Context: an optimization exercise on an open-source flow, tuned for small area, a short achievable clock period and few clock cycles per item. The choices shown serve that exercise and are no tape-out recipe. Function was checked by simulation only, so behaviour that the tests miss may differ from the original. Power and IR drop assume default switching activity.

<file path="flow/run.sh">
#!/bin/bash
# The standard layout, with timing repair aimed 7 ns below the clock period.
set -euo pipefail
bash standard.sh SETUP_SLACK_MARGIN=7 finish > make.log 2>&1
</file>
<file path="standard.sh">
#!/bin/bash
# synth_recipe.tcl (not shown) runs the flow's synth.tcl, then flattens the netlist and writes it again
# the make line also repeats each setting of config.mk as NAME=value (left out here)
make -C /OpenROAD-flow-scripts/flow DESIGN_CONFIG=/design/flow/config.mk WORK_HOME=/design/flow/orfs CLKGATE_MAP_FILE= SYNTH_SCRIPT=/design/flow/synth_recipe.tcl "${@:-finish}"
</file>
<file path="config.mk">
export PLATFORM = sky130hd
export DESIGN_NAME = one_shot_timer_queue_top
export DESIGN_NICKNAME = one_shot_timer_queue_top
export VERILOG_FILES = /design/flow/design.v
export SDC_FILE = /design/flow/constraint.sdc
export NUM_CORES = 4
export LEC_CHECK = 0
export CAP_MARGIN = 30
export CORE_MARGIN = 2
export CORE_UTILIZATION = 60
export CTS_CLUSTER_DIAMETER = 80
export CTS_CLUSTER_SIZE = 25
export SLEW_MARGIN = 20
</file>
<file path="constraint.sdc">
create_clock -name core_clock -period 10.0 [get_ports {clk}]
set_input_delay 2.0000 -clock core_clock [delete_from_list [all_inputs] [get_ports {clk}]]
set_output_delay 2.0000 -clock core_clock [all_outputs]
set_load 0.01 [all_outputs]
</file>
<file path="design.v">
package otq_pkg;
    localparam int NUM_TIMERS = 16;
    localparam int ID_WIDTH   = 16;
    localparam int DLY_WIDTH  = 16;
    localparam logic [1:0] ACT_ADD    = 2'd0;
    localparam logic [1:0] ACT_CANCEL = 2'd1;
    localparam logic [1:0] ACT_TICK   = 2'd2;
    localparam logic [2:0] KIND_ADDED     = 3'd0;
    localparam logic [2:0] KIND_FULL      = 3'd1;
    localparam logic [2:0] KIND_CANCELLED = 3'd2;
    localparam logic [2:0] KIND_NOTFOUND  = 3'd3;
    localparam logic [2:0] KIND_EXPIRED   = 3'd4;
endpackage
module one_shot_timer_queue_top (
    input  logic          clk,
    input  logic          rst_n,
    input  logic          start,
    output logic          busy,
    input  logic [33:0]   req,
    output logic          result_valid,
    output logic [19:0]   rsp
);
    localparam int N = otq_pkg::NUM_TIMERS;
    logic        add_reg, cancel_reg, tick_reg;
    logic [15:0] rdm2_reg;          
    logic        rz_reg;            
    logic        rdn_reg;           
    logic [15:0] key_reg;
    logic        busy_reg;
    logic        drn_reg;           
    logic [15:0] now_reg;           
    logic [15:0] nid_reg;           
    logic        res_reg;
    logic [19:0] rsp_reg;
    logic [N-1:0] valid_reg;
    logic [N-1:0] dn_reg;           
    logic [N-1:0] r_reg;            
    logic [15:0]  ex2_reg [N];      
    logic [15:0]  id_reg  [N];
    logic [N-1:0] q_reg   [N];      
    assign busy         = busy_reg;
    assign result_valid = res_reg;
    assign rsp          = rsp_reg;
    logic hold, do_add, do_cancel, do_tick, do_exp;
    assign hold      = drn_reg & (add_reg | cancel_reg | tick_reg);
    assign do_add    = add_reg & ~drn_reg;
    assign do_cancel = cancel_reg & ~drn_reg;
    assign do_tick   = tick_reg & ~drn_reg;
    assign do_exp    = do_tick | drn_reg;
    logic [N-1:0] id_eq, id_lt;
    logic [N-1:0] free, fs;
    logic         full;
    assign free = ~valid_reg;
    assign full = ~|free;
    logic [N-1:0] cm, cs;
    logic         found;
    assign cm    = valid_reg & id_eq;
    assign found = |cm;
    always_comb
    begin
        for (int i = 0; i < N; i++)
        begin
            fs[i] = free[i];
            cs[i] = cm[i];
            for (int k = 0; k < i; k++)
            begin
                if (free[k]) fs[i] = 1'b0;
                if (cm[k])   cs[i] = 1'b0;
            end
        end
    end
    logic [N-1:0] due, win;
    logic         any_due, more;
    logic [15:0]  win_id;
    assign due     = dn_reg;
    assign any_due = |due;
    always_comb
    begin
        for (int i = 0; i < N; i++)
        begin
            win[i] = due[i];
            for (int j = 0; j < N; j++)
            begin
                if (j < i && due[j] && q_reg[j][i])  win[i] = 1'b0;
                if (j > i && due[j] && !q_reg[i][j]) win[i] = 1'b0;
            end
        end
    end
    always_comb
    begin
        logic seen;
        seen = 1'b0;
        more = 1'b0;
        for (int i = 0; i < N; i++)
        begin
            if (due[i] && seen) more = 1'b1;
            if (due[i])         seen = 1'b1;
        end
    end
    always_comb
    begin
        win_id = '0;
        for (int i = 0; i < N; i++)
            win_id = win_id | ({16{win[i]}} & id_reg[i]);
    end
    logic [15:0] new_exp;
    logic        new_z, new_dn;
    assign new_exp = now_reg + rdm2_reg;
    assign new_z   = rz_reg;
    assign new_dn  = rdn_reg;
    logic [N-1:0] z;               
    always_comb
        for (int k = 0; k < N; k++)
            z[k] = dn_reg[k] & (ex2_reg[k][0] == now_reg[0]);
    logic [N-1:0] wr;              
    logic [N-1:0] clr;             
    assign wr  = do_add ? fs : '0;
    assign clr = (do_cancel ? cs : '0) | (do_exp ? win : '0);
    logic        nid_inc, nid_max;
    logic [15:0] nid_next;
    assign nid_inc  = do_add & ~full;
    assign nid_max  = (nid_reg == 16'hFFFF);
    assign nid_next = nid_inc ? nid_reg + 16'd1 : nid_reg;
    logic        dn_upd;
    assign dn_upd  = do_exp & ~more;
    logic [N-1:0] nb_hi, nb_lo, above, qa;
    always_comb
    begin
        for (int k = 0; k < N; k++)
        begin
            nb_hi[k] = (new_z & ~z[k]) | ((new_z == z[k]) & (id_lt[k] | id_eq[k]));
            nb_lo[k] = (new_z & ~z[k]) | ((new_z == z[k]) & id_lt[k]);
            above[k] = 1'b0;
            for (int m = 0; m < k; m++)
                if (fs[m]) above[k] = 1'b1;
            qa[k] = fs[k] ? 1'b0 : (above[k] ? ~nb_hi[k] : nb_lo[k]);
        end
    end
    for (genvar i = 0; i < N; i++)
    begin : g_slot
        assign id_eq[i] = (key_reg == id_reg[i]);
        assign id_lt[i] = r_reg[i] & ~id_eq[i];
        always_ff @(posedge clk or negedge rst_n)
        begin
            if (!rst_n)
                dn_reg[i] <= 1'b0;
            else if (wr[i])
                dn_reg[i] <= new_dn;
            else if (clr[i])
                dn_reg[i] <= 1'b0;
            else if (dn_upd)
                dn_reg[i] <= valid_reg[i] & (ex2_reg[i] == now_reg);
        end
        always_ff @(posedge clk or negedge rst_n)
        begin
            if (!rst_n)
                valid_reg[i] <= 1'b0;
            else if (wr[i])
                valid_reg[i] <= 1'b1;
            else if (clr[i])
                valid_reg[i] <= 1'b0;
        end
        always_ff @(posedge clk)
        begin
            if (wr[i])
            begin
                ex2_reg[i] <= new_exp;
                id_reg[i]  <= nid_reg;
            end
            if (wr[i])
                r_reg[i] <= nid_max;
            else if (nid_inc)
                r_reg[i] <= nid_max | id_lt[i];
        end
        for (genvar j = i + 1; j < N; j++)
        begin : g_pair
            always_ff @(posedge clk)
            begin
                if (wr[i] || wr[j])
                    q_reg[i][j] <= ~(qa[i] | qa[j]);
            end
        end
    end
    logic drn_next;
    assign drn_next = do_exp & more;
    always_ff @(posedge clk or negedge rst_n)
    begin
        if (!rst_n)
        begin
            add_reg    <= 1'b0;
            cancel_reg <= 1'b0;
            tick_reg   <= 1'b0;
            busy_reg   <= 1'b0;
            drn_reg    <= 1'b0;
            now_reg    <= 16'd0;
            nid_reg    <= 16'd0;
            res_reg    <= 1'b0;
        end
        else
        begin
            if (!hold)
            begin
                add_reg    <= start & (req[33:32] == otq_pkg::ACT_ADD);
                cancel_reg <= start & (req[33:32] == otq_pkg::ACT_CANCEL);
                tick_reg   <= start & (req[33:32] == otq_pkg::ACT_TICK);
            end
            busy_reg <= drn_next & (hold | (start & (req[33:32] != 2'd3)));
            drn_reg  <= drn_next;
            if (dn_upd)
                now_reg <= now_reg + 16'd1;
            nid_reg  <= nid_next;
            res_reg  <= do_add | do_cancel | (do_exp & any_due);
        end
    end
    always_ff @(posedge clk)
    begin
        if (!hold)
        begin
            rdm2_reg <= req[31:16] - 16'd2;
            rz_reg   <= (req[31:16] == 16'd0);
            rdn_reg  <= (req[31:17] == 15'd0);
            key_reg  <= (req[33:32] == otq_pkg::ACT_ADD) ? nid_next : req[15:0];
        end
    end
    always_ff @(posedge clk)
    begin
        if (do_exp)
            rsp_reg <= {otq_pkg::KIND_EXPIRED, win_id, ~more};
        else if (add_reg)
            rsp_reg <= full ? {otq_pkg::KIND_FULL, 16'd0, 1'b1}
                            : {otq_pkg::KIND_ADDED, key_reg, 1'b1};
        else
            rsp_reg <= {found ? otq_pkg::KIND_CANCELLED : otq_pkg::KIND_NOTFOUND,
                        key_reg, 1'b1};
    end
endmodule
</file>
==> reports/results.txt, run 1 <==
Outcome - complete, no violations
Via count normalized by instance count - 6.93
Required time at the worst-slack endpoint - 8.00 ns
Total stage count of the critical path - 1
Synthesized flop and latch total - 772
Proportion of synthesized area in mux cells - 0.579%
Type of the worst min-delay path - flip-flop to flip-flop
Max Root-Sink Buffers - 3
Number of flops mapped to enable cells by yosys - 682
Core region area - 61400 µm²
Worst IR drop on VDD - 274 µV
Power per Cell Area - 217 nW/µm²
Port Buf Inserts - 58
Max-slew violations - 0
Net switching power - 3240 µW
Final setup fails - 0
Final Cycle Share - 32.1%
Final hold violation count - 0
Average wire per standard cell - 33.9 µm
Complex-gate fraction of the synthesized area - 8.06%
Xor-xnor portion of the synthesized cell area - 13.4%
Vias in the first global route - 25374
Portion of synthesized cell area occupied by the leading cell type - 55.4%
Fraction of layout instances using a drive strength above 1 - 14.6%
Internal power consumption - 5800 µW
Transition time at the pin with the least slew margin - 0.895 ns
Most utilized layer in the global route result - met2
Worst clock skew on the final layout - 0.0287 ns
Post-synthesis instance area - 37000 µm²
Post-Syn Instances - 2953
Power share of the clock group - 21.5%
Skew-Pair Late Insertion Delay - 0.63 ns
Total CTS buffers - 41
Max Fclk - 311 MHz
Cell family contributing the most delay on the critical path - flip-flops
Global routing usage on met2 - 59.6%
Total die area - 63600 µm²
CTS clock-pin slew for the worst setup and hold paths - 0.09 ns
Layout-stage area growth over the synthesis result - 12.7%
Leading register cell type out of synthesis - edfxtp_1
Initial standard-cell utilization of the core - 60.3%
RSZ-0062 raised after global routing - true
Relative contribution of sequential cells to total power - 46.0%
Crit-path max cell delay - 0.44 ns
Largest net degree at the start of global routing - 50
Last weighted congestion value of the routability-driven placer - 1.01
Mean Syn Cell Area - 12.5 µm²
Switching power as a share of total power - 35.9%
Critical path launch point type - flip-flop
Largest cells by area after synthesis - edfxtp_1, xnor2_1, dfrtp_1
Number of cells traversed by the worst register-to-register path - 9
# IOs - 59
Tot GR Track Use - 40.7%
Met1 track utilization from global routing - 57.2%
Area share of fa/ha/maj cells after synthesis - 1.26%
Worst-path fanout max - 1
Post-synthesis cell type count - 71
Chip height - 252 µm
Maximum capacitance violations - 0
Total nets after synthesis - 3025
Via total after detailed routing - 26899
Synth warnings - 4
Number of placed instances with taps included - 3726
Detailed Route Iter0 Violations - 4555
Detailed-route DRC error count - 0
Met3 Track Usage GR - 14.2%
Aggregate routed wire length - 132 mm
Share of total power in combinational logic - 32.5%
Worst Setup End Kind - primary output
Post-CTS Hold Fix Bufs - 0
Placement row count - 91
Final Instance Count excl. Fillers - 3884
Summed negative setup slack over all endpoints - 0 ns
Number of iterations in the first detailed-routing pass - 8
Dominant combinational cell family by area after synthesis - XOR/XNOR gates
Die W - 252 µm
H-tree Lvls - 2
Setup CP Type - flip-flop to primary output
Area share of and/or/nand/nor cells after synthesis - 12.7%
Number of nets in the final layout - 3132
Data arrival, critical path - 1.21 ns
Initial antenna violation count - 4
Time the final worst path needs with I/O delays and setup - 3.21 ns
Post-detailed-route count of antenna-violating nets - 0
Count of buffer and inverter cells on the critical path - 1
Cell taking the most area after synthesis - edfxtp_1
Clk root buf - clkbuf_16
Min-Delay Path Depth - 2
Leak - 0.0144 µW
Wire length of the first global-routing pass - 183 mm
Slowest stage cell on the critical path - dfrtp_1
TritonCTS clock tree - yes
Global-route congestion overflow total - 0
Sequential fraction of the synthesis area - 61.2%
Synth async-reset ratio - 9.07%
Worst path cell trace - buf_2
Worst rel slew slack - 39.9%
Final HPWL from detailed placement - 85.5 mm
Sink count of the clock tree - 772
[cell usage in the layout, fill, tap and decap left out, types with 47 or more instances in the layout]
cell      instances
edfxtp_1        682
xnor2_1         495
nand2_1         282
a22o_1           47
buf_4           147
nand2b_1         59
a22oi_1          82
nand3_1          90
nand4_1         136
o21ai_0          55
dfrtp_1          57
nor2_1          158
[cell type report]
class / instances / area, µm²
Timing Repair Buffer: 246 / 2200
Multi-Input combinational cell: 1948 / 14300
Sequential cell: 772 / 22700
Clock buffer: 59 / 1160
Clock inverter: 17 / 178
Antenna cell: 1 / 2.50
Fill cell: 4391 / 19700
Tap cell: 790 / 988
Inverter: 51 / 209
[power by group through the flow]
stage                     registers, µW  logic [µW]  clock network (µW)
final                              4160        2940                1950
after global routing               4170        3030                2040
after CTS                          4170        2630                1950
after detailed placement           4280        2470                   0
after global placement             4270        2440                   0
after floorplan                    4110        1500                   0
[Yosys cell counts, types with 20 or more instances]
library cell and instances:
a22oi_1 83, nand2_1 286, a21oi_1 38, xnor2_1 524, nand4_1 136, o2111ai_1 34
xor2_1 43, clkbuf_1 112, dfrtp_1 70, nand2b_1 60, buf_4 22, buf_2 25
nor2_1 165, dfxtp_1 20, o21ai_0 58, a22o_1 47, inv_1 49, and2_1 23
a221oi_1 41, ha_1 34, edfxtp_1 682, nand3_1 94, nor4_1 39
[metal layers]
metal	wire length (µm)	part of all wire, %
met4	5810	4.4
met3	20500	16
met2	56100	43
met5	30	0.023
met1	49400	37
[timing repair]
| action | in CTS | in global routing |
|---|---|---|
| setup buffers | 43 | 32 |
| pin swaps | 12 | 28 |
| resized for setup | 190 | 111 |
| setup endpoints to repair | 652 | 436 |
| gates cloned | 1 | 1 |
[stage by stage]
stage	instance area [µm²]	power [µW]	utilization [%]	hold WS, ns	setup slack [ns]
CTS	40800	8750	66.5	0.610	6.77
global placement	38800	6710	63.1	0.554	6.09
global route	41700	9240	67.9	0.629	6.79
finish	41700	9040	67.9	0.603	6.79
detailed placement	38800	6750	63.2	0.578	6.13
floorplan	37100	5610	-	0.482	6.95
[worst paths after layout]
path / to / slack [ns] / startpoint
max: result_valid / 6.79 / res_reg$_DFF_PN0_
min: cancel_reg$_DFFE_PN0N_ / 0.60 / cancel_reg$_DFFE_PN0N_
max reg2reg: dn_reg[0]$_DFFE_PN0P_ / 6.91 / key_reg[1]$_DFFE_PN_
min reg2reg: cancel_reg$_DFFE_PN0N_ / 0.60 / cancel_reg$_DFFE_PN0N_
max in group asynchronous: dn_reg[5]$_DFFE_PN0P_ / 7.52 / rst_n
min in group asynchronous: nid_reg[6]$_DFF_PN0_ / 1.27 / rst_n
[logic make-up after synthesis]
family          count (synthesis)
xor+xnor                      567
fa+ha+maj                      37
flops                         772
mux                            19
compound gates                405
simple gates                  920
buf+inv                       233
Testbench counts, summed over its fixed seeds: cycles 8,095, requests 8,008.
==> run 2: changes to the inputs <==
--- a/config.mk
+++ b/config.mk
@@ -12,2 +12,3 @@
 export CTS_CLUSTER_SIZE = 25
+export PLACE_DENSITY = 0.72
 export SLEW_MARGIN = 20
==> reports/results.txt, run 2 <==
Outcome - complete, no violations
Global-route congestion overflow total - 0
Share of the core filled with cells in the final layout - 67.6%
Detailed-route DRC error count - 0
Portion of synthesized cell area occupied by the leading cell type - 55.4%
Area share of and/or/nand/nor cells after synthesis - 12.7%
Cell taking the most area after synthesis - edfxtp_1
Post-synthesis cell type count - 71
Total power draw - 8980 µW
WHS - 0.584 ns
Number of iterations in the first detailed-routing pass - 8
Complex-gate fraction of the synthesized area - 8.06%
Crit-path max cell delay - 0.44 ns
Largest cells by area after synthesis - edfxtp_1, xnor2_1, dfrtp_1
Leading register cell type out of synthesis - edfxtp_1
Power per Cell Area - 216 nW/µm²
Port Buf Inserts - 58
Required time at the worst-slack endpoint - 8.00 ns
Synth warnings - 4
Count of buffer and inverter cells on the critical path - 1
Skew-Pair Late Insertion Delay - 0.64 ns
Worst rel slew slack - 32.1%
Fraction of layout instances using a drive strength above 1 - 14.2%
Number of flops mapped to enable cells by yosys - 682
Hold Path End - tick_reg$_DFFE_PN0N_
Net switching power - 3190 µW
Total nets after synthesis - 3025
Worst reg-to-reg setup slack - 6.78 ns
Max Root-Sink Buffers - 3
Maximum capacitance violations - 0
Max Fclk - 309 MHz
Total CTS buffers - 40
Crit Reg-Reg Startpoint - dn_reg[15]$_DFFE_PN0P_
Vias in the first global route - 25795
H-tree Lvls - 2
Die W - 252 µm
Setup CP Type - flip-flop to primary output
Min-Delay Path Depth - 2
# IOs - 59
RSZ-0062 raised after global routing - true
Transition time at the pin with the least slew margin - 1.02 ns
Total die area - 63600 µm²
Worst IR drop on VDD - 225 µV
Chip height - 252 µm
Met3 Track Usage GR - 13.8%
Worst-path fanout max - 1
Final hold violation count - 0
Last weighted congestion value of the routability-driven placer - 0.996
Worst clock skew on the final layout - 0.0412 ns
Design Area, Final - 41500 µm²
Met1 track utilization from global routing - 56.2%
Post-detailed-route count of antenna-violating nets - 0
Global routing usage on met2 - 60.1%
Via total after detailed routing - 27003
Leading cell types in the layout, fill and taps excluded - edfxtp_1, xnor2_1, nand2_1
Sequential fraction of the synthesis area - 61.2%
Cell family contributing the most delay on the critical path - flip-flops
Instance area at placement - 38900 µm²
Synth async-reset ratio - 9.07%
Initial standard-cell utilization of the core - 60.3%
Worst path cell trace - buf_2
Final setup fails - 0
Relative contribution of sequential cells to total power - 46.2%
Most utilized layer in the global route result - met2
Dominant combinational cell family by area after synthesis - XOR/XNOR gates
Layout-stage area growth over the synthesis result - 12.3%
Critical path launch point type - flip-flop
Sink count of the clock tree - 772
CTS clock-pin slew for the worst setup and hold paths - 0.10 ns
Area share of fa/ha/maj cells after synthesis - 1.26%
Critical register-to-register path endpoint - rsp_reg[14]$_DFF_P_
Synthesized flop and latch total - 772
TritonCTS clock tree - yes
Switching power as a share of total power - 35.6%
Data arrival, critical path - 1.24 ns
Wire length of the first global-routing pass - 184 mm
Launching instance or port of the critical path - res_reg$_DFF_PN0_
Type of the worst min-delay path - flip-flop to flip-flop
Power share of the clock group - 21.5%
Largest net degree at the start of global routing - 50
Average wire per standard cell - 33.7 µm
Number of nets in the final layout - 3128
Proportion of synthesized area in mux cells - 0.579%
Post-synthesis instance area - 37000 µm²
Number of cells traversed by the worst register-to-register path - 10
Final Cycle Share - 32.4%
Placement row count - 91
Time the final worst path needs with I/O delays and setup - 3.24 ns
Most common cell after layout, fill and taps aside - edfxtp_1
Detailed Route Iter0 Violations - 4182
Clk root buf - clkbuf_16
Mean Syn Cell Area - 12.5 µm²
Initial antenna violation count - 5
Worst Setup End Kind - primary output
Max-slew violations - 0
Internal power consumption - 5780 µW
Tot GR Track Use - 40.8%
Xor-xnor portion of the synthesized cell area - 13.4%
Via count normalized by instance count - 6.96
Slowest stage cell on the critical path - dfrtp_1
Most frequent cell after synthesis - edfxtp_1
Post-CTS Hold Fix Bufs - 0
Summed negative setup slack over all endpoints - 0 ns
Core region area - 61400 µm²
List of most frequent post-synthesis cells - edfxtp_1, xnor2_1, nand2_1
Leak - 0.0142 µW
Post-Syn Instances - 2953
Aggregate routed wire length - 131 mm
Share of total power in combinational logic - 32.3%
Final HPWL from detailed placement - 86.3 mm
Hold path startpoint - tick_reg$_DFFE_PN0N_
-- run 2: cell type report --
cell class | count | area (µm²)
inverters | 51 | 231
clock inverters | 16 | 175
multi-input cells | 1948 | 14100
fillers | 4480 | 19900
diodes | 3 | 7.51
clock buffers | 57 | 1110
well taps | 790 | 988
repair buffers | 243 | 2210
flip-flops and latches | 772 | 22700
-- run 2: repair_timing --
action / CTS / global route
setup buffers: 44 / 19
setup endpoints to repair: 611 / 309
cloned: 0 / 3
gates resized for setup: 200 / 91
pin swaps: 12 / 19
-- run 2: worst max-delay path by stage --
stage	to	depth (start not counted)
4_1_cts	result_valid	1
3_5_place_dp	r_reg[11]$_DFFE_PP_	8
3_3_place_gp	r_reg[11]$_DFFE_PP_	8
6_report	result_valid	1
2_1_floorplan	key_reg[10]$_DFFE_PN_	4
5_1_grt	result_valid	1
-- run 2: worst min-delay path: cells and delay by family, from the launching register on --
family           cells  cell delay (ns)
AND/OR/NAND/NOR      2             0.14
flip-flops           1             0.42
-- run 2: logic make-up after synthesis --
group,count (synthesis)
adders and majority gates,37
DFF,772
AOI/OAI and AO/OA,405
and+or+nand+nor,920
muxes,19
xor gates and xnor gates,567
buffers and inverters,233
-- run 2: routing by layer --
metal  vias up  share of wire (%)
met1     13380                 37
met3       427                 15
li1      11042                  -
met4        10                4.7
met2      2144                 43
met5         -               0.13
-- run 2: through the flow --
step / std cells / setup WS, ns
final: 3880 / 6.76
after floorplan: 2953 / 6.95
after global routing: 3877 / 6.76
after global placement: 3728 / 6.12
after CTS: 3851 / 6.75
after detailed placement: 3734 / 6.03
-- run 2: power groups by stage --
stage	sequential, µW	combinational [µW]	clock [µW]
floorplan	4110	1500	0
global placement	4250	2450	0
detailed placement	4270	2490	0
CTS	4150	2650	1930
global route	4160	2990	2030
finish	4150	2900	1930
==> run 3: changes to the inputs <==
--- a/config.mk
+++ b/config.mk
@@ -12,3 +12,3 @@
 export CTS_CLUSTER_SIZE = 25
-export PLACE_DENSITY = 0.72
+export PLACE_DENSITY = 0.85
 export SLEW_MARGIN = 20
==> reports/results.txt, run 3 <==
Initial antenna violation count - 2
Post-synthesis instance area - 37000 µm²
Cell family contributing the most delay on the critical path - flip-flops
Skew-Pair Late Insertion Delay - 0.63 ns
H-tree Lvls - 2
Combined flip-flop and latch cell area - 22700 µm²
Instance area at placement - 38800 µm²
Vias in the first global route - 26873
Worst clock skew on the final layout - 0.0397 ns
Count of buffer and inverter cells on the critical path - 1
Portion of synthesized cell area occupied by the leading cell type - 55.4%
Critical path launch point type - flip-flop
RSZ-0062 raised after global routing - true
Placement row count - 91
Total nets after synthesis - 3025
Max Root-Sink Buffers - 3
Worst path cell trace - buf_2
Aggregate routed wire length - 136 mm
Post-synthesis cell type count - 71
Core region area - 61400 µm²
Largest net degree at the start of global routing - 43
Detailed Route Iter0 Violations - 5240
Leading register cell type out of synthesis - edfxtp_1
Worst Setup End Kind - primary output
Initial standard-cell utilization of the core - 60.3%
Final HPWL from detailed placement - 87.5 mm
Port Buf Inserts - 58
Design Area, Final - 42000 µm²
Synth async-reset ratio - 9.07%
Slowest stage cell on the critical path - dfrtp_1
Chip height - 252 µm
Worst rel slew slack - 31.9%
Time the final worst path needs with I/O delays and setup - 3.21 ns
CTS clock-pin slew for the worst setup and hold paths - 0.09 ns
TritonCTS clock tree - yes
Sink count of the clock tree - 772
Largest cells by area after synthesis - edfxtp_1, xnor2_1, dfrtp_1
Multi-input gate area - 14200 µm²
Power per Cell Area - 218 nW/µm²
Number of placed instances with taps included - 3724
Final Instance Count excl. Fillers - 3916
Global-route congestion overflow total - 0
# IOs - 59
Post-detailed-route count of antenna-violating nets - 0
Required time at the worst-slack endpoint - 8.00 ns
Leak - 0.0146 µW
Detailed-route DRC error count - 0
Final setup fails - 0
Number of nets in the final layout - 3166
Total CTS buffers - 41
Transition time at the pin with the least slew margin - 1.01 ns
Data arrival, critical path - 1.21 ns
Die W - 252 µm
List of most frequent post-synthesis cells - edfxtp_1, xnor2_1, nand2_1
Number of flops mapped to enable cells by yosys - 682
Maximum capacitance violations - 0
Summed negative setup slack over all endpoints - 0 ns
Clk root buf - clkbuf_16
Average wire per standard cell - 34.7 µm
Last weighted congestion value of the routability-driven placer - 1.05
Most frequent cell after synthesis - edfxtp_1
Final hold violation count - 0
Type of the worst min-delay path - flip-flop to flip-flop
Wire length of the first global-routing pass - 190 mm
Worst-path fanout max - 1
Final Cycle Share - 32.1%
Setup CP Type - flip-flop to primary output
Leading cell types in the layout, fill and taps excluded - edfxtp_1, xnor2_1, nand2_1
Most common cell after layout, fill and taps aside - edfxtp_1
Synth warnings - 4
Max Fclk - 312 MHz
Fraction of layout instances using a drive strength above 1 - 15.5%
Via total after detailed routing - 28098
Layout-stage area growth over the synthesis result - 13.5%
Via count normalized by instance count - 7.18
Worst IR drop on VDD - 500 µV
Crit-path max cell delay - 0.44 ns
Number of iterations in the first detailed-routing pass - 7
Mean Syn Cell Area - 12.5 µm²
Tot GR Track Use - 42.1%
Antenna diode count - 0
Max-slew violations - 0
Synthesized flop and latch total - 772
Post-Syn Instances - 2953
Total die area - 63600 µm²
Worst reg-to-reg setup slack - 6.95 ns
Cell taking the most area after synthesis - edfxtp_1
# fillers - 4234
Outcome - complete, no violations
Sequential fraction of the synthesis area - 61.2%
Share of the core filled with cells in the final layout - 68.4%
[run 3: cell counts after synthesis]
Identical to the previous run, type by type.
[run 3: worst paths after layout]
path                                             start                 endpoint  depth (start not counted)
worst max-delay path                 res_reg$_DFF_PN0_             result_valid                          1
worst min-delay path            cancel_reg$_DFFE_PN0N_   cancel_reg$_DFFE_PN0N_                          2
worst max register to register       drn_reg$_DFF_PN0_  id_reg[5][14]$_DFFE_PP_                          4
worst min register to register  cancel_reg$_DFFE_PN0N_   cancel_reg$_DFFE_PN0N_                          2
max in group asynchronous                        rst_n    dn_reg[2]$_DFFE_PN0P_                          2
min in group asynchronous                        rst_n   now_reg[1]$_DFFE_PN0P_                          1
[run 3: metal layers]
layer	up-vias	track usage (%)	part of all wire, %
li1	11127	-	-
met1	13712	56.5	34
met2	2712	62.6	43
met3	545	14.2	17
met4	2	19.2	6.0
met5	-	0	0.034
[run 3: power by group]
part | total, µW | leakage (µW) | switching [µW] | internal [µW]
combinational | 3050 | 0.00684 | 1960 | 1080
clock | 1930 | 0.000637 | 1110 | 827
sequential | 4170 | 0.00714 | 222 | 3950
total | 9150 | 0.0146 | 3290 | 5860
[run 3: layout make-up]
cell class                 count  area share [%]
clock buffer                  58            2.67
clock inverter                17           0.450
sequential                   772            54.1
timing repair buffer         280            6.16
multi-input combinational   1948            33.7
tap                          790            2.35
inverter                      51           0.545
[run 3: repair_timing]
item,CTS,global route
pin swaps,10,31
resized for setup,194,107
hold buffers,0,0
buffers inserted,79,28
endpoints found under the setup margin,559,299
gates cloned,1,3
hold endpoints to repair,0,0
[run 3: logic make-up (layout without fill, tap and decap cells)]
logic type	after synthesis	after routing	synth area share (%)
compound gates	405	405	8.06
simple gates	920	920	12.7
xor+xnor	567	567	13.4
flops	772	772	61.2
buf+inv	233	406	2.80
fa+ha+maj	37	37	1.26
mux	19	19	0.579
[run 3: stage by stage]
step / worst slack (ns) / power, µW / hold slack (ns)
finish: 6.79 / 9150 / 0.599
global route: 6.79 / 9330 / 0.645
CTS: 6.80 / 8770 / 0.600
detailed placement: 6.21 / 6740 / 0.577
global placement: 6.19 / 6660 / 0.558
floorplan: 6.95 / 5610 / 0.482
[run 3: worst min-delay path: cells and delay by family, from the launching register on]
kind	cells	cell delay, ns
AO/OA/AOI/OAI	1	0.07
flip-flops	1	0.43
AND/OR/NAND/NOR	1	0.07
==> run 4: changes to the inputs <==
--- a/config.mk
+++ b/config.mk
@@ -7,3 +7,3 @@
 export LEC_CHECK = 0
-export CAP_MARGIN = 30
+export CAP_MARGIN = 25
 export CORE_MARGIN = 2
@@ -12,3 +12,2 @@
 export CTS_CLUSTER_SIZE = 25
-export PLACE_DENSITY = 0.85
 export SLEW_MARGIN = 20
==> reports/results.txt, run 4 <==
Sequential fraction of the synthesis area - 61.2%
Worst path cell trace - buf_2
Summed negative setup slack over all endpoints - 0 ns
Initial standard-cell utilization of the core - 60.3%
Highest metal layer with signal wires - met5
Via count normalized by instance count - 6.91
Final HPWL from detailed placement - 85.5 mm
Critical path capture point - result_valid
Post-synthesis instance area - 37000 µm²
Final Cycle Share - 32.2%
Max Root-Sink Buffers - 3
Number of flops mapped to enable cells by yosys - 682
Final setup fails - 0
Worst IR drop on VDD - 260 µV
Worst Setup End Kind - primary output
Slowest stage cell on the critical path - dfrtp_1
Detailed-route DRC error count - 0
Via total after detailed routing - 26854
Cell taking the most area after synthesis - edfxtp_1
Die W - 252 µm
Total CTS buffers - 40
Time the final worst path needs with I/O delays and setup - 3.22 ns
Critical register-to-register path endpoint - q_reg[0][11]$_DFFE_PP_
Port Buf Inserts - 58
H-tree Lvls - 2
Initial antenna violation count - 4
Crit Reg-Reg Startpoint - key_reg[1]$_DFFE_PN_
Mean Syn Cell Area - 12.5 µm²
Number of nets in the final layout - 3133
Outcome - complete, no violations
# IOs - 59
Count of buffer and inverter cells on the critical path - 1
Post-detailed-route count of antenna-violating nets - 0
Transition time at the pin with the least slew margin - 1.11 ns
Synth warnings - 4
Core region area - 61400 µm²
Post-synthesis cell type count - 71
Setup CP Type - flip-flop to primary output
Most common cell after layout, fill and taps aside - edfxtp_1
Most frequent cell after synthesis - edfxtp_1
Worst rel slew slack - 25.7%
Detailed Route Iter0 Violations - 4402
Wire length of the first global-routing pass - 183 mm
Total nets after synthesis - 3025
Post-Syn Instances - 2953
Final hold violation count - 0
Worst clock skew on the final layout - 0.0269 ns
Fraction of layout instances using a drive strength above 1 - 14.7%
Total stage count of the critical path - 1
Global-route congestion overflow total - 0
Number of cells traversed by the worst register-to-register path - 9
Number of iterations in the first detailed-routing pass - 6
TritonCTS clock tree - yes
Max-slew violations - 0
Average wire per standard cell - 34.0 µm
Required time at the worst-slack endpoint - 8.00 ns
Cell family contributing the most delay on the critical path - flip-flops
RSZ-0062 raised after global routing - true
Chip height - 252 µm
Leading register cell type out of synthesis - edfxtp_1
Launching instance or port of the critical path - res_reg$_DFF_PN0_
Type of the worst min-delay path - flip-flop to flip-flop
Vias in the first global route - 25328
Aggregate routed wire length - 132 mm
Last weighted congestion value of the routability-driven placer - 1.01
CTS clock-pin slew for the worst setup and hold paths - 0.09 ns
Layout-stage area growth over the synthesis result - 13.1%
Total die area - 63600 µm²
Placement row count - 91
List of most frequent post-synthesis cells - edfxtp_1, xnor2_1, nand2_1
Worst-path fanout max - 1
Data arrival, critical path - 1.22 ns
Max Fclk - 310 MHz
Largest cells by area after synthesis - edfxtp_1, xnor2_1, dfrtp_1
Critical path launch point type - flip-flop
Largest net degree at the start of global routing - 50
Crit-path max cell delay - 0.45 ns
Sink count of the clock tree - 772
Skew-Pair Late Insertion Delay - 0.62 ns
Synthesized flop and latch total - 772
Length of routed met2 wiring - 56.3 mm
Power per Cell Area - 216 nW/µm²
Clk root buf - clkbuf_16
Leading cell types in the layout, fill and taps excluded - edfxtp_1, xnor2_1, nand2_1
Met1 wire length - 50.1 mm
Maximum capacitance violations - 0
Final Instance Count excl. Fillers - 3884
Portion of synthesized cell area occupied by the leading cell type - 55.4%
# fillers - 4372
Leak - 0.0144 µW
Tot GR Track Use - 40.8%
Number of placed instances with taps included - 3725
Worst reg-to-reg setup slack - 6.89 ns
Synth async-reset ratio - 9.07%
Met3 wire length - 20.5 mm
-- run 4: cell count changes in the layout (fill, tap and decap cells not counted), sizes merged --
cell           delta
buf              -33
clkbuf            +3
clkdlybuf4s50     +2
clkinv           +10
clkinvlp          -4
diode             +2
dlymetal6s2s      -2
inv              -10
-- run 4: metal layers --
metal	global-route usage [%]	up-vias
met4	13.2	6
met5	0	-
met1	58.5	13301
met2	59.3	2163
li1	-	11045
met3	13.1	339
-- run 4: cell type report --
class	count	area, µm²	area share [%]
Inverter	51	211	0.506
Tap cell	790	988	2.36
Sequential cell	772	22700	54.2
Antenna cell	2	5.00	0.0120
Multi-Input combinational cell	1948	14400	34.4
Clock inverter	13	141	0.338
Clock buffer	60	1140	2.72
Timing Repair Buffer	248	2280	5.46
-- run 4: stage by stage --
step	hold WS [ns]	cell area [µm²]	setup WS, ns	power [µW]	util (%)
after floorplan	0.482	37100	6.95	5610	-
after global placement	0.554	38800	6.09	6710	63.1
after detailed placement	0.573	38800	6.13	6760	63.2
after CTS	0.596	40800	6.76	8720	66.5
after global routing	0.626	41800	6.78	9240	68.1
final	0.590	41800	6.78	9040	68.1
-- run 4: power by group --
| part | total, µW | switching [µW] | internal (µW) |
|---|---|---|---|
| registers | 4160 | 220 | 3940 |
| clock network | 1910 | 1090 | 824 |
| logic | 2970 | 1930 | 1030 |
-- run 4: worst min-delay path by stage --
stage	start	slack [ns]	endpoint	cells after the start
6_report	cancel_reg$_DFFE_PN0N_	0.59	cancel_reg$_DFFE_PN0N_	2
5_1_grt	cancel_reg$_DFFE_PN0N_	0.63	cancel_reg$_DFFE_PN0N_	2
4_1_cts	cancel_reg$_DFFE_PN0N_	0.60	cancel_reg$_DFFE_PN0N_	2
3_5_place_dp	cancel_reg$_DFFE_PN0N_	0.57	cancel_reg$_DFFE_PN0N_	2
3_3_place_gp	tick_reg$_DFFE_PN0N_	0.55	tick_reg$_DFFE_PN0N_	2
2_1_floorplan	tick_reg$_DFFE_PN0N_	0.48	tick_reg$_DFFE_PN0N_	2
-- run 4: cell families (layout without fill, tap and decap cells) --
group / count (synthesis) / in the layout / share of synthesized area [%]
AND/OR/NAND/NOR: 920 / 920 / 12.7
flip-flops: 772 / 772 / 61.2
XOR/XNOR: 567 / 567 / 13.4
AO/OA/AOI/OAI: 405 / 405 / 8.06
buffers and inverters: 233 / 372 / 2.80
adder cells (fa/ha/maj): 37 / 37 / 1.26
multiplexers: 19 / 19 / 0.579
other: 0 / 2 / 0
-- run 4: timing repair --
action | CTS | global route
endpoints found under the setup margin | 698 | 455
gates resized for setup | 203 | 118
pin swaps | 11 | 36
cloned | 1 | 4
hold buffers | 0 | 0
setup buffers | 44 | 35
endpoints found under the hold margin | 0 | 0
-- run 4: worst min-delay path, cell delays in order (launching register included) --
cell	delay [ns]
dfrtp_1	0.43
nand2_1	0.07
o21ai_0	0.06
==> run 5: changes to the inputs <==
--- a/config.mk
+++ b/config.mk
@@ -7,3 +7,3 @@
 export LEC_CHECK = 0
-export CAP_MARGIN = 25
+export CAP_MARGIN = 30
 export CORE_MARGIN = 2
@@ -12,2 +12,2 @@
 export CTS_CLUSTER_SIZE = 25
-export SLEW_MARGIN = 20
+export SLEW_MARGIN = 0
==> reports/results.txt, run 5 <==
Outcome - complete, no violations
Sequential fraction of the synthesis area - 61.2%
Final HPWL from detailed placement - 85.6 mm
WHS - 0.597 ns
Number of nets in the final layout - 3127
Max Root-Sink Buffers - 3
Final Instance Count excl. Fillers - 3879
Largest net degree at the start of global routing - 50
Setup CP Type - flip-flop to primary output
Worst path cell trace - buf_2
Detailed Route Iter0 Violations - 4447
Worst-path fanout max - 1
Layout-stage area growth over the synthesis result - 12.6%
Placement row count - 91
Total die area - 63600 µm²
Number of flops mapped to enable cells by yosys - 682
Last weighted congestion value of the routability-driven placer - 1.01
Switching power as a share of total power - 35.5%
Post-CTS Hold Fix Bufs - 0
Post-detailed-route count of antenna-violating nets - 0
Crit-path max cell delay - 0.44 ns
Portion of synthesized cell area occupied by the leading cell type - 55.4%
Most common cell after layout, fill and taps aside - edfxtp_1
H-tree Lvls - 2
Via count normalized by instance count - 6.99
Power share of the clock group - 21.8%
Leak - 0.0144 µW
Internal power consumption - 5860 µW
Leading cell types in the layout, fill and taps excluded - edfxtp_1, xnor2_1, nand2_1
Worst Setup End Kind - primary output
Number of placed instances with taps included - 3728
Final setup fails - 0
Time the final worst path needs with I/O delays and setup - 3.23 ns
Post-synthesis instance area - 37000 µm²
Number of iterations in the first detailed-routing pass - 6
# fillers - 4395
Leading register cell type out of synthesis - edfxtp_1
Data arrival, critical path - 1.23 ns
Port Buf Inserts - 58
Required time at the worst-slack endpoint - 8.00 ns
Critical path launch point type - flip-flop
Type of the worst min-delay path - flip-flop to flip-flop
Core region area - 61400 µm²
Largest cells by area after synthesis - edfxtp_1, xnor2_1, dfrtp_1
Relative contribution of sequential cells to total power - 45.9%
Initial standard-cell utilization of the core - 60.3%
Net switching power - 3220 µW
Die W - 252 µm
Vias in the first global route - 25367
Final hold violation count - 0
Summed negative setup slack over all endpoints - 0 ns
List of most frequent post-synthesis cells - edfxtp_1, xnor2_1, nand2_1
Max-slew violations - 0
Fraction of layout instances using a drive strength above 1 - 14.4%
Via total after detailed routing - 27122
Final Cycle Share - 32.3%
Cell family contributing the most delay on the critical path - flip-flops
Clk root buf - clkbuf_16
TritonCTS clock tree - yes
Count of buffer and inverter cells on the critical path - 1
Sink count of the clock tree - 772
# IOs - 59
Skew-Pair Late Insertion Delay - 0.63 ns
Chip height - 252 µm
Worst IR drop on VDD - 281 µV
Max Fclk - 310 MHz
Total nets after synthesis - 3025
Detailed-route DRC error count - 0
Most frequent cell after synthesis - edfxtp_1
RSZ-0062 raised after global routing - true
Total CTS buffers - 40
Tot GR Track Use - 40.9%
Synth warnings - 4
Worst rel slew slack - 27.4%
Initial antenna violation count - 8
CTS clock-pin slew for the worst setup and hold paths - 0.10 ns
Share of total power in combinational logic - 32.4%
Worst clock skew on the final layout - 0.0319 ns
Transition time at the pin with the least slew margin - 1.09 ns
Power per Cell Area - 218 nW/µm²
Post-Syn Instances - 2953
Wire length of the first global-routing pass - 183 mm
Synthesized flop and latch total - 772
Synth async-reset ratio - 9.07%
Cell taking the most area after synthesis - edfxtp_1
Aggregate routed wire length - 132 mm
Average wire per standard cell - 34.0 µm
Maximum capacitance violations - 0
Global-route congestion overflow total - 0
Post-synthesis cell type count - 71
Mean Syn Cell Area - 12.5 µm²
Slowest stage cell on the critical path - dfrtp_1
-- run 5: cell families (layout without fill, tap and decap cells) --
family          Yosys count  after routing  share of synthesized area [%]
other cells               0              2                              0
fa+ha+maj                37             37                           1.26
compound gates          405            405                           8.06
buf+inv                 233            367                           2.80
flops                   772            772                           61.2
simple gates            920            920                           12.7
xor+xnor                567            567                           13.4
mux                      19             19                          0.579
-- run 5: area by class of cell --
class / instances / area [µm²] / share of cell area (%)
diodes: 2 / 5.00 / 0.0120
clock buffers: 63 / 1210 / 2.91
clock inverters: 11 / 153 / 0.367
inverters: 51 / 209 / 0.502
multi-input cells: 1948 / 14200 / 34.0
flip-flops and latches: 772 / 22700 / 54.5
well taps: 790 / 988 / 2.37
repair buffers: 242 / 2220 / 5.32
-- run 5: what timing repair did --
action	4_1_cts	5_1_grt
setup buffers	43	25
gates cloned	1	3
resized for setup	188	110
endpoints found under the setup margin	610	388
pin swaps	11	27
-- run 5: stage by stage --
stage	util, %	area (µm²)	worst slack (ns)	total power [µW]
final	67.9	41600	6.77	9070
after global routing	67.8	41600	6.78	9280
after CTS	66.6	40800	6.76	8790
after detailed placement	63.3	38800	6.15	6750
after global placement	63.1	38800	6.09	6710
after floorplan	-	37100	6.95	5610
-- run 5: power groups by stage --
| stage | Clock (µW) | Combinational, µW | Sequential [µW] |
|---|---|---|---|
| global placement | 0 | 2440 | 4270 |
| detailed placement | 0 | 2470 | 4280 |
| floorplan | 0 | 1500 | 4110 |
| finish | 1980 | 2940 | 4160 |
| global route | 2070 | 3040 | 4170 |
| CTS | 1980 | 2640 | 4170 |
-- run 5: final timing paths --
check                                startpoint                    end  slack (ns)  cells past startpoint
max                           res_reg$_DFF_PN0_           result_valid        6.77                      1
min                        tick_reg$_DFFE_PN0N_   tick_reg$_DFFE_PN0N_        0.60                      2
max reg2reg                key_reg[1]$_DFFE_PN_  dn_reg[0]$_DFFE_PN0P_        6.92                      9
min reg2reg                tick_reg$_DFFE_PN0N_   tick_reg$_DFFE_PN0N_        0.60                      2
max in group asynchronous                 rst_n  dn_reg[5]$_DFFE_PN0P_        7.54                      2
min in group asynchronous                 rst_n   nid_reg[6]$_DFF_PN0_        1.28                      1
-- run 5: layer usage --
metal	vias up	part of all wire, %	track usage (%)
met2	2269	43	59.1
met4	12	4.3	14.9
li1	11048	-	-
met5	-	0.060	0
met3	370	15	13.4
met1	13423	37	58.0
==> run 6: changes to the inputs <==
--- a/config.mk
+++ b/config.mk
@@ -10,4 +10,4 @@
 export CORE_UTILIZATION = 60
-export CTS_CLUSTER_DIAMETER = 80
-export CTS_CLUSTER_SIZE = 25
-export SLEW_MARGIN = 0
+export CTS_CLUSTER_DIAMETER = 60
+export CTS_CLUSTER_SIZE = 20
+export SLEW_MARGIN = 20
==> reports/results.txt, run 6 <==
Outcome - complete, no violations
Number of nets in the final layout - 3141
Chip height - 252 µm
Max-slew violations - 0
Number of placed instances with taps included - 3726
List of most frequent post-synthesis cells - edfxtp_1, xnor2_1, nand2_1
# IOs - 59
Worst Setup End Kind - primary output
H-tree Lvls - 2
Worst path cell trace - buf_2
Total power draw - 9440 µW
Critical register-to-register path endpoint - dn_reg[0]$_DFFE_PN0P_
Crit Reg-Reg Startpoint - key_reg[1]$_DFFE_PN_
Tot GR Track Use - 41.0%
Power share of the clock group - 25.3%
Via count normalized by instance count - 6.92
Post-Syn Instances - 2953
Synth warnings - 4
Data arrival, critical path - 1.25 ns
Post-synthesis instance area - 37000 µm²
Max Fclk - 308 MHz
Post-synthesis cell type count - 71
Slowest stage cell on the critical path - dfrtp_1
Setup CP Type - flip-flop to primary output
Detailed Route Iter0 Violations - 4260
Sequential fraction of the synthesis area - 61.2%
Net switching power - 3330 µW
Via total after detailed routing - 27042
Final setup fails - 0
Final Instance Count excl. Fillers - 3908
Skew-Pair Late Insertion Delay - 0.66 ns
TritonCTS clock tree - yes
Hold path startpoint - cancel_reg$_DFFE_PN0N_
Synth async-reset ratio - 9.07%
Max Root-Sink Buffers - 3
Aggregate routed wire length - 132 mm
Switching power as a share of total power - 35.2%
Post-detailed-route count of antenna-violating nets - 0
Placement row count - 91
Worst-path fanout max - 1
Fraction of layout instances using a drive strength above 1 - 14.9%
Time the final worst path needs with I/O delays and setup - 3.25 ns
Detailed-route DRC error count - 0
Hold Path End - cancel_reg$_DFFE_PN0N_
Final HPWL from detailed placement - 85.5 mm
Min-Delay Path Depth - 2
Synthesized flop and latch total - 772
Leading register cell type out of synthesis - edfxtp_1
Die W - 252 µm
Layout-stage area growth over the synthesis result - 13.8%
Most frequent cell after synthesis - edfxtp_1
Largest cells by area after synthesis - edfxtp_1, xnor2_1, dfrtp_1
Final hold violation count - 0
Type of the worst min-delay path - flip-flop to flip-flop
Worst IR drop on VDD - 296 µV
Global-route congestion overflow total - 0
Internal power consumption - 6110 µW
Initial antenna violation count - 7
Leading cell types in the layout, fill and taps excluded - edfxtp_1, xnor2_1, nand2_1
Total CTS buffers - 54
Largest net degree at the start of global routing - 50
Transition time at the pin with the least slew margin - 1.17 ns
Worst rel slew slack - 21.2%
Crit-path max cell delay - 0.44 ns
Required time at the worst-slack endpoint - 8.00 ns
Number of flops mapped to enable cells by yosys - 682
Core region area - 61400 µm²
RSZ-0062 raised after global routing - true
# fillers - 4358
Worst clock skew on the final layout - 0.0325 ns
CTS clock-pin slew for the worst setup and hold paths - 0.08 ns
Last weighted congestion value of the routability-driven placer - 1.01
Mean Syn Cell Area - 12.5 µm²
Number of cells traversed by the worst register-to-register path - 9
Summed negative setup slack over all endpoints - 0 ns
Post-CTS Hold Fix Bufs - 0
Final Cycle Share - 32.5%
Total nets after synthesis - 3025
Leak - 0.0146 µW
Count of buffer and inverter cells on the critical path - 1
Port Buf Inserts - 58
Number of iterations in the first detailed-routing pass - 5
Worst reg-to-reg setup slack - 6.95 ns
Maximum capacitance violations - 0
Initial standard-cell utilization of the core - 60.3%
Vias in the first global route - 25625
Total die area - 63600 µm²
Sink count of the clock tree - 772
Cell family contributing the most delay on the critical path - flip-flops
Portion of synthesized cell area occupied by the leading cell type - 55.4%
Power per Cell Area - 224 nW/µm²
Cell taking the most area after synthesis - edfxtp_1
Critical path launch point type - flip-flop
Most common cell after layout, fill and taps aside - edfxtp_1
Share of total power in combinational logic - 30.6%
Average wire per standard cell - 33.7 µm
Relative contribution of sequential cells to total power - 44.1%
Wire length of the first global-routing pass - 185 mm
WHS - 0.586 ns
Clk root buf - clkbuf_16
[run 6: cells by family after synthesis]
group	after synthesis	synth area share, %
AO/OA/AOI/OAI	405	8.06
buffers and inverters	233	2.80
XOR/XNOR	567	13.4
flip-flops	772	61.2
adder cells (fa/ha/maj)	37	1.26
multiplexers	19	0.579
AND/OR/NAND/NOR	920	12.7
[run 6: power groups by stage]
stage	Clock [µW]	Sequential [µW]	Combinational (µW)
after global routing	2500	4170	2990
after floorplan	0	4110	1500
after detailed placement	0	4280	2470
after CTS	2390	4160	2650
final	2390	4160	2880
after global placement	0	4270	2440
[run 6: area by class of cell]
class	instances	area, µm²	area share (%)
Inverter	51	209	0.497
Clock inverter	30	403	0.957
Multi-Input combinational cell	1948	14200	33.7
Antenna cell	4	10.0	0.0238
Timing Repair Buffer	242	2160	5.14
Clock buffer	71	1440	3.41
Tap cell	790	988	2.35
Sequential cell	772	22700	53.9
[run 6: metal layers]
layer / vias to the layer above / track usage [%] / part of all wire, %
met1: 13397 / 57.7 / 37
met2: 2135 / 59.2 / 43
met3: 407 / 14.0 / 15
li1: 11097 / - / -
met4: 6 / 15.7 / 4.6
met5: - / 0 / 0.032
[run 6: through the flow]
step / setup slack [ns] / util [%] / area (µm²)
2_1_floorplan: 6.95 / - / 37100
3_3_place_gp: 6.09 / 63.1 / 38800
3_5_place_dp: 6.13 / 63.2 / 38800
4_1_cts: 6.75 / 67.3 / 41300
5_1_grt: 6.77 / 68.6 / 42100
6_report: 6.75 / 68.6 / 42100
[run 6: how the worst max path moves through the flow]
| stage | endpoint | from | depth (start not counted) | slack (ns) |
|---|---|---|---|---|
| floorplan | key_reg[10]$_DFFE_PN_ | req[33] | 4 | 6.95 |
| global placement | dn_reg[11]$_DFFE_PN0P_ | key_reg[1]$_DFFE_PN_ | 10 | 6.09 |
| detailed placement | dn_reg[9]$_DFFE_PN0P_ | key_reg[1]$_DFFE_PN_ | 10 | 6.13 |
| CTS | result_valid | res_reg$_DFF_PN0_ | 1 | 6.75 |
| global route | result_valid | res_reg$_DFF_PN0_ | 1 | 6.77 |
| finish | result_valid | res_reg$_DFF_PN0_ | 1 | 6.75 |
[run 6: timing repair]
item | CTS | global route
gates cloned | 1 | 0
resized for setup | 190 | 102
setup endpoints to repair | 657 | 430
pin swaps | 12 | 24
setup buffers | 45 | 29
endpoints found under the hold margin | 0 | 0
==> run 7: changes to the inputs <==
==> flow/run.sh (replaced) <==
#!/bin/bash
# The standard layout, with timing repair aimed 7.5 ns below the clock period.
set -euo pipefail
bash standard.sh SETUP_SLACK_MARGIN=7.5 finish > make.log 2>&1
--- a/config.mk
+++ b/config.mk
@@ -10,4 +10,4 @@
 export CORE_UTILIZATION = 60
-export CTS_CLUSTER_DIAMETER = 60
-export CTS_CLUSTER_SIZE = 20
+export CTS_CLUSTER_DIAMETER = 80
+export CTS_CLUSTER_SIZE = 25
 export SLEW_MARGIN = 20
==> reports/results.txt, run 7 <==
Leading cell types in the layout, fill and taps excluded - edfxtp_1, xnor2_1, nand2_1
Placement row count - 91
Post-detailed-route count of antenna-violating nets - 0
Final Cycle Share - 31.7%
Share of the core filled with cells in the final layout - 81.3%
Synth warnings - 4
Initial standard-cell utilization of the core - 60.3%
Last weighted congestion value of the routability-driven placer - 0.972
Chip height - 252 µm
Skew-Pair Late Insertion Delay - 0.67 ns
Aggregate routed wire length - 160 mm
Clk root buf - clkbuf_16
Time the final worst path needs with I/O delays and setup - 3.17 ns
RSZ-0062 raised after global routing - true
Cell taking the most area after synthesis - edfxtp_1
Critical path launch point type - flip-flop
Most frequent cell after synthesis - edfxtp_1
Tot GR Track Use - 46.9%
Max-slew violations - 0
Portion of synthesized cell area occupied by the leading cell type - 55.4%
Dominant combinational cell family by area after synthesis - XOR/XNOR gates
Global-route congestion overflow total - 0
Number of iterations in the first detailed-routing pass - 21
Proportion of synthesized area in mux cells - 0.579%
Total CTS buffers - 42
Worst IR drop on VDD - 199 µV
Type of the worst min-delay path - flip-flop to flip-flop
Design Area, Final - 49900 µm²
Average wire per standard cell - 37.8 µm
Worst rel slew slack - 22.9%
Post-Syn Instances - 2953
Sequential fraction of the synthesis area - 61.2%
CTS clock-pin slew for the worst setup and hold paths - 0.10 ns
Largest cells by area after synthesis - edfxtp_1, xnor2_1, dfrtp_1
Most common cell after layout, fill and taps aside - edfxtp_1
Via total after detailed routing - 31099
Via count normalized by instance count - 7.35
Summed negative setup slack over all endpoints - 0 ns
Leak - 0.0178 µW
Setup CP Type - flip-flop to primary output
Maximum capacitance violations - 0
Count of buffer and inverter cells on the critical path - 1
Largest net degree at the start of global routing - 49
Instance area at placement - 39000 µm²
# IOs - 59
Detailed Route Iter0 Violations - 5158
Final hold violation count - 0
Worst clock skew on the final layout - 0.0374 ns
Total die area - 63600 µm²
Leading register cell type out of synthesis - edfxtp_1
Final HPWL from detailed placement - 85.5 mm
Fraction of layout instances using a drive strength above 1 - 37.0%
Data arrival, critical path - 1.17 ns
Post-synthesis cell type count - 71
Layout-stage area growth over the synthesis result - 34.9%
Max Fclk - 316 MHz
Detailed-route DRC error count - 0
Post-synthesis instance area - 37000 µm²
Wire length of the first global-routing pass - 208 mm
Worst-path fanout max - 1
Complex-gate fraction of the synthesized area - 8.06%
Vias in the first global route - 28064
Crit-path max cell delay - 0.37 ns
Synthesized flop and latch total - 772
Area share of and/or/nand/nor cells after synthesis - 12.7%
Total nets after synthesis - 3025
Area share of fa/ha/maj cells after synthesis - 1.26%
Max Root-Sink Buffers - 3
Initial antenna violation count - 6
Power per Cell Area - 220 nW/µm²
Mean Syn Cell Area - 12.5 µm²
Synth async-reset ratio - 9.07%
Outcome - complete, no violations
Transition time at the pin with the least slew margin - 1.16 ns
Slowest stage cell on the critical path - dfrtp_1
Number of nets in the final layout - 3480
Post-CTS Hold Fix Bufs - 0
List of most frequent post-synthesis cells - edfxtp_1, xnor2_1, nand2_1
Port Buf Inserts - 58
Number of flops mapped to enable cells by yosys - 682
Core region area - 61400 µm²
# fillers - 3229
Worst Setup End Kind - primary output
H-tree Lvls - 2
Xor-xnor portion of the synthesized cell area - 13.4%
Multi-input gate area - 17800 µm²
Final setup fails - 0
Sink count of the clock tree - 772
Required time at the worst-slack endpoint - 8.00 ns
Worst path cell trace - buf_2
Cell family contributing the most delay on the critical path - flip-flops
Combined flip-flop and latch cell area - 22700 µm²
TritonCTS clock tree - yes
Die W - 252 µm
[run 7: path summary, 6_finish.rpt]
path | start | end | slack [ns] | cells past startpoint
max | res_reg$_DFF_PN0_ | result_valid | 6.83 | 1
min | cancel_reg$_DFFE_PN0N_ | cancel_reg$_DFFE_PN0N_ | 0.59 | 2
max reg2reg | dn_reg[0]$_DFFE_PN0P_ | now_reg[11]$_DFFE_PN0P_ | 6.87 | 9
min reg2reg | cancel_reg$_DFFE_PN0N_ | cancel_reg$_DFFE_PN0N_ | 0.59 | 2
max in group asynchronous | rst_n | now_reg[1]$_DFFE_PN0P_ | 7.80 | 2
min in group asynchronous | rst_n | nid_reg[14]$_DFF_PN0_ | 1.25 | 1
[run 7: metrics by stage]
step	setup slack (ns)	total power (µW)	hold WS (ns)	instances
finish	6.83	11000	0.593	4232
global route	6.76	11100	0.623	4230
CTS	6.86	9970	0.600	4121
detailed placement	6.01	6800	0.571	3720
global placement	6.02	6740	0.541	3713
floorplan	6.95	5640	0.513	2953
[run 7: logic make-up (layout without fill, tap and decap cells)]
| group | Yosys count | count (layout) |
|---|---|---|
| adder cells (fa/ha/maj) | 37 | 37 |
| XOR/XNOR | 567 | 567 |
| buffers and inverters | 233 | 710 |
| other | 0 | 2 |
| AO/OA/AOI/OAI | 405 | 410 |
| multiplexers | 19 | 19 |
| flip-flops | 772 | 772 |
| AND/OR/NAND/NOR | 920 | 925 |
[run 7: worst register-to-register path: stages, from the launching register on]
cell       delay, ns
dfrtp_4         0.54
or2_2           0.34
a2111oi_0       0.65
o21ai_1         0.28
a211oi_4        0.27
and2_4          0.24
buf_12          0.15
and3_4          0.23
and2_4          0.15
xor2_1          0.20
[run 7: repair_timing]
item | 4_1_cts | 5_1_grt
endpoints found under the setup margin | 1056 | 702
pin swaps | 252 | 251
gates cloned | 39 | 4
buffers inserted | 286 | 105
resized for setup | 902 | 444
[run 7: area by class of cell]
class | count | share of cell area (%)
Timing Repair Buffer | 577 | 13.4
Inverter | 51 | 0.537
Tap cell | 790 | 1.98
Antenna cell | 2 | 0.0100
Clock inverter | 18 | 0.414
Clock buffer | 58 | 2.29
Multi-Input combinational cell | 1958 | 35.7
Sequential cell | 772 | 45.5
Timing Repair inverter | 6 | 0.0903
[run 7: per-layer routing]
metal | GRT usage, % | wire length, µm | up-vias
li1 | - | - | 11809
met1 | 62.4 | 53300 | 15187
met2 | 66.2 | 65500 | 3182
met3 | 20.1 | 29000 | 911
met4 | 22.3 | 12400 | 10
met5 | 0 | 102 | -
[run 7: report_power, final]
part | internal [µW] | leakage [µW] | switching (µW) | total, µW
clock | 887 | 0.000664 | 1140 | 2030
combinational | 2000 | 0.0100 | 2770 | 4760
sequential | 3950 | 0.00711 | 220 | 4170
total | 6830 | 0.0178 | 4130 | 11000
==> run 8: changes to the inputs <==
==> flow/run.sh (replaced) <==
#!/bin/bash
# The standard layout, with timing repair aimed 6.8 ns below the clock period.
set -euo pipefail
bash standard.sh SETUP_SLACK_MARGIN=6.8 finish > make.log 2>&1
==> reports/results.txt, run 8 <==
Worst reg-to-reg setup slack - 6.71 ns
Initial standard-cell utilization of the core - 60.3%
Number of iterations in the first detailed-routing pass - 6
Via count normalized by instance count - 7.01
Total CTS buffers - 42
List of most frequent post-synthesis cells - edfxtp_1, xnor2_1, nand2_1
Sink count of the clock tree - 772
Max Root-Sink Buffers - 3
Max Fclk - 304 MHz
Initial antenna violation count - 3
Cell family contributing the most delay on the critical path - simple AND/OR/NAND/NOR gates
Skew-Pair Late Insertion Delay - 0.63 ns
Synth warnings - 4
Detailed-route DRC error count - 0
Setup CP Type - flip-flop to flip-flop
Global-route congestion overflow total - 0
CTS clock-pin slew for the worst setup and hold paths - 0.10 ns
Number of nets in the final layout - 3113
Cell taking the most area after synthesis - edfxtp_1
Crit-path max cell delay - 0.63 ns
Fraction of layout instances using a drive strength above 1 - 12.4%
Post-synthesis instance area - 37000 µm²
RSZ-0062 raised after global routing - true
Critical path launch point type - flip-flop
Synthesized flop and latch total - 772
Placement row count - 91
Critical path capture point - dn_reg[9]$_DFFE_PN0P_
H-tree Lvls - 2
Transition time at the pin with the least slew margin - 1.06 ns
Worst rel slew slack - 28.6%
Data arrival, critical path - 3.84 ns
Leak - 0.0141 µW
Largest net degree at the start of global routing - 50
Aggregate routed wire length - 134 mm
Total die area - 63600 µm²
Die W - 252 µm
Mean Syn Cell Area - 12.5 µm²
Most common cell after layout, fill and taps aside - edfxtp_1
Max-slew violations - 0
Share of the core filled with cells in the final layout - 67.2%
Number of flops mapped to enable cells by yosys - 682
Detailed Route Iter0 Violations - 4413
Tot GR Track Use - 41.7%
Wire length of the first global-routing pass - 187 mm
Power per Cell Area - 217 nW/µm²
Post-detailed-route count of antenna-violating nets - 0
Number of cells traversed by the worst register-to-register path - 8
# IOs - 59
Layout-stage area growth over the synthesis result - 11.5%
Required time at the worst-slack endpoint - 10.55 ns
Outcome - complete, no violations
Clk root buf - clkbuf_16
Time the final worst path needs with I/O delays and setup - 3.29 ns
Chip height - 252 µm
Synth async-reset ratio - 9.07%
Count of buffer and inverter cells on the critical path - 0
Worst clock skew on the final layout - 0.0349 ns
Summed negative setup slack over all endpoints - 0 ns
Final hold violation count - 0
Post-CTS Hold Fix Bufs - 0
Portion of synthesized cell area occupied by the leading cell type - 55.4%
Total stage count of the critical path - 8
Largest cells by area after synthesis - edfxtp_1, xnor2_1, dfrtp_1
Leading register cell type out of synthesis - edfxtp_1
Post-Syn Instances - 2953
Final Cycle Share - 32.9%
Worst path cell trace - xnor2_1, nand4_1, nor4_4, a222oi_1, and4_2, and4_1, a21oi_1, a22o_1
Worst IR drop on VDD - 267 µV
Launching instance or port of the critical path - key_reg[13]$_DFFE_PN_
Last weighted congestion value of the routability-driven placer - 1.01
Leading cell types in the layout, fill and taps excluded - edfxtp_1, xnor2_1, nand2_1
Vias in the first global route - 25546
Average wire per standard cell - 34.6 µm
# fillers - 4561
Slowest stage cell on the critical path - edfxtp_1
Total nets after synthesis - 3025
Maximum capacitance violations - 0
Port Buf Inserts - 58
Critical register-to-register path endpoint - dn_reg[9]$_DFFE_PN0P_
Final HPWL from detailed placement - 88.6 mm
Via total after detailed routing - 27090
Final setup fails - 0
Sequential fraction of the synthesis area - 61.2%
Type of the worst min-delay path - flip-flop to flip-flop
Most frequent cell after synthesis - edfxtp_1
Worst-path fanout max - 8
Post-synthesis cell type count - 71
Core region area - 61400 µm²
Worst Setup End Kind - flip-flop
TritonCTS clock tree - yes
Crit Reg-Reg Startpoint - key_reg[13]$_DFFE_PN_
[run 8: cell counts after synthesis]
No cell type changed its count.
[run 8: kinds of logic after synthesis]
family / synth area share (%)
buffers and inverters: 2.80
AND/OR/NAND/NOR: 12.7
adder cells (fa/ha/maj): 1.26
flip-flops: 61.2
AO/OA/AOI/OAI: 8.06
XOR/XNOR: 13.4
multiplexers: 0.579
[run 8: power breakdown]
group,leakage (µW),internal (µW),total (µW),switching (µW)
Sequential,0.00714,3940,4140,202
Clock,0.000633,856,1970,1110
Combinational,0.00632,946,2840,1890
Total,0.0141,5740,8940,3200
[run 8: layer usage]
layer  up-vias  share of wire (%)  global-route usage (%)
met1     13441                 38                    60.1
met5         -             0.0097                       0
li1      11012                  -                       -
met2      2302                 42                    59.4
met4         2                3.9                    14.8
met3       333                 16                    13.8
[run 8: through the flow]
stage               power [µW]  hold WS [ns]  instances  worst slack (ns)  cell area [µm²]
CTS                       8740         0.587       3840              6.80            40800
global route              9150         0.638       3864              6.77            41200
detailed placement        6780         0.567       3727              5.81            38900
finish                    8940         0.584       3865              6.71            41200
global placement          6720         0.552       3718              5.78            38700
floorplan                 5610         0.482       2953              6.80            37000
[run 8: worst min-delay path, delay by kind of cell, from the launching register on]
kind	cells	cell delay [ns]
simple gates	2	0.13
flops	1	0.43
[run 8: what timing repair did]
| action | 4_1_cts | 5_1_grt |
|---|---|---|
| pin swaps | 4 | 6 |
| gates resized for setup | 125 | 54 |
| setup buffers | 36 | 22 |
| endpoints found under the setup margin | 496 | 266 |
| cloned | 0 | 0 |
[run 8: how the worst min path moves through the flow]
| stage | from | cells past startpoint | end | slack, ns |
|---|---|---|---|---|
| after floorplan | tick_reg$_DFFE_PN0N_ | 2 | tick_reg$_DFFE_PN0N_ | 0.48 |
| after global placement | tick_reg$_DFFE_PN0N_ | 2 | tick_reg$_DFFE_PN0N_ | 0.55 |
| after detailed placement | tick_reg$_DFFE_PN0N_ | 2 | tick_reg$_DFFE_PN0N_ | 0.57 |
| after CTS | tick_reg$_DFFE_PN0N_ | 2 | tick_reg$_DFFE_PN0N_ | 0.59 |
| after global routing | tick_reg$_DFFE_PN0N_ | 2 | tick_reg$_DFFE_PN0N_ | 0.64 |
| final | tick_reg$_DFFE_PN0N_ | 2 | tick_reg$_DFFE_PN0N_ | 0.58 |
[run 8: area by class of cell]
| cell class | count | area [µm²] | share of cell area [%] |
|---|---|---|---|
| repair buffers | 226 | 2030 | 4.91 |
| clock buffers | 57 | 1130 | 2.74 |
| flip-flops and latches | 772 | 22700 | 55.0 |
| diodes | 1 | 2.50 | 0.00607 |
| multi-input cells | 1948 | 14000 | 33.9 |
| inverters | 51 | 214 | 0.519 |
| well taps | 790 | 988 | 2.40 |
| clock inverters | 20 | 219 | 0.531 |

re-timing with driven ports:
In the flow no input, the clock included, has a driving cell. The finished layouts below were timed again as built, in two steps. Step 1, drivers: a clkbuf_16 drives clk and a buf_2 each remaining input, both assumed. Step 2 also shifts input and output timing later by t, the mid clock arrival at the registers, as if the neighbouring blocks saw the same clock. a / b / c = no drivers / after step 1 / after step 2; a / b = the first two.
| run | t, ns | setup slack, ns | worst setup path after step 2 |
|---|---|---|---|
| run 1 | 0.675 | 6.788 / 6.726 / 6.405 | input to register |
| run 2 | 0.684 | 6.763 / 6.699 / 6.396 | input to register |
| run 3 | 0.684 | 6.790 / 6.721 / 6.432 | input to register |
| run 4 | 0.673 | 6.779 / 6.714 / 6.393 | input to register |
| run 5 | 0.674 | 6.772 / 6.708 / 6.379 | input to register |
| run 6 | 0.709 | 6.755 / 6.692 / 6.383 | input to register |
| run 7 | 0.716 | 6.831 / 6.763 / 6.697 | input to register |
| run 8 | 0.683 | 6.711 / 6.711 / 6.272 | input to register |
After both steps every run listed still meets setup and hold. The setup slack of run 8, which loses most, moves by 0.000 ns with the drivers and by -0.439 ns with both steps.
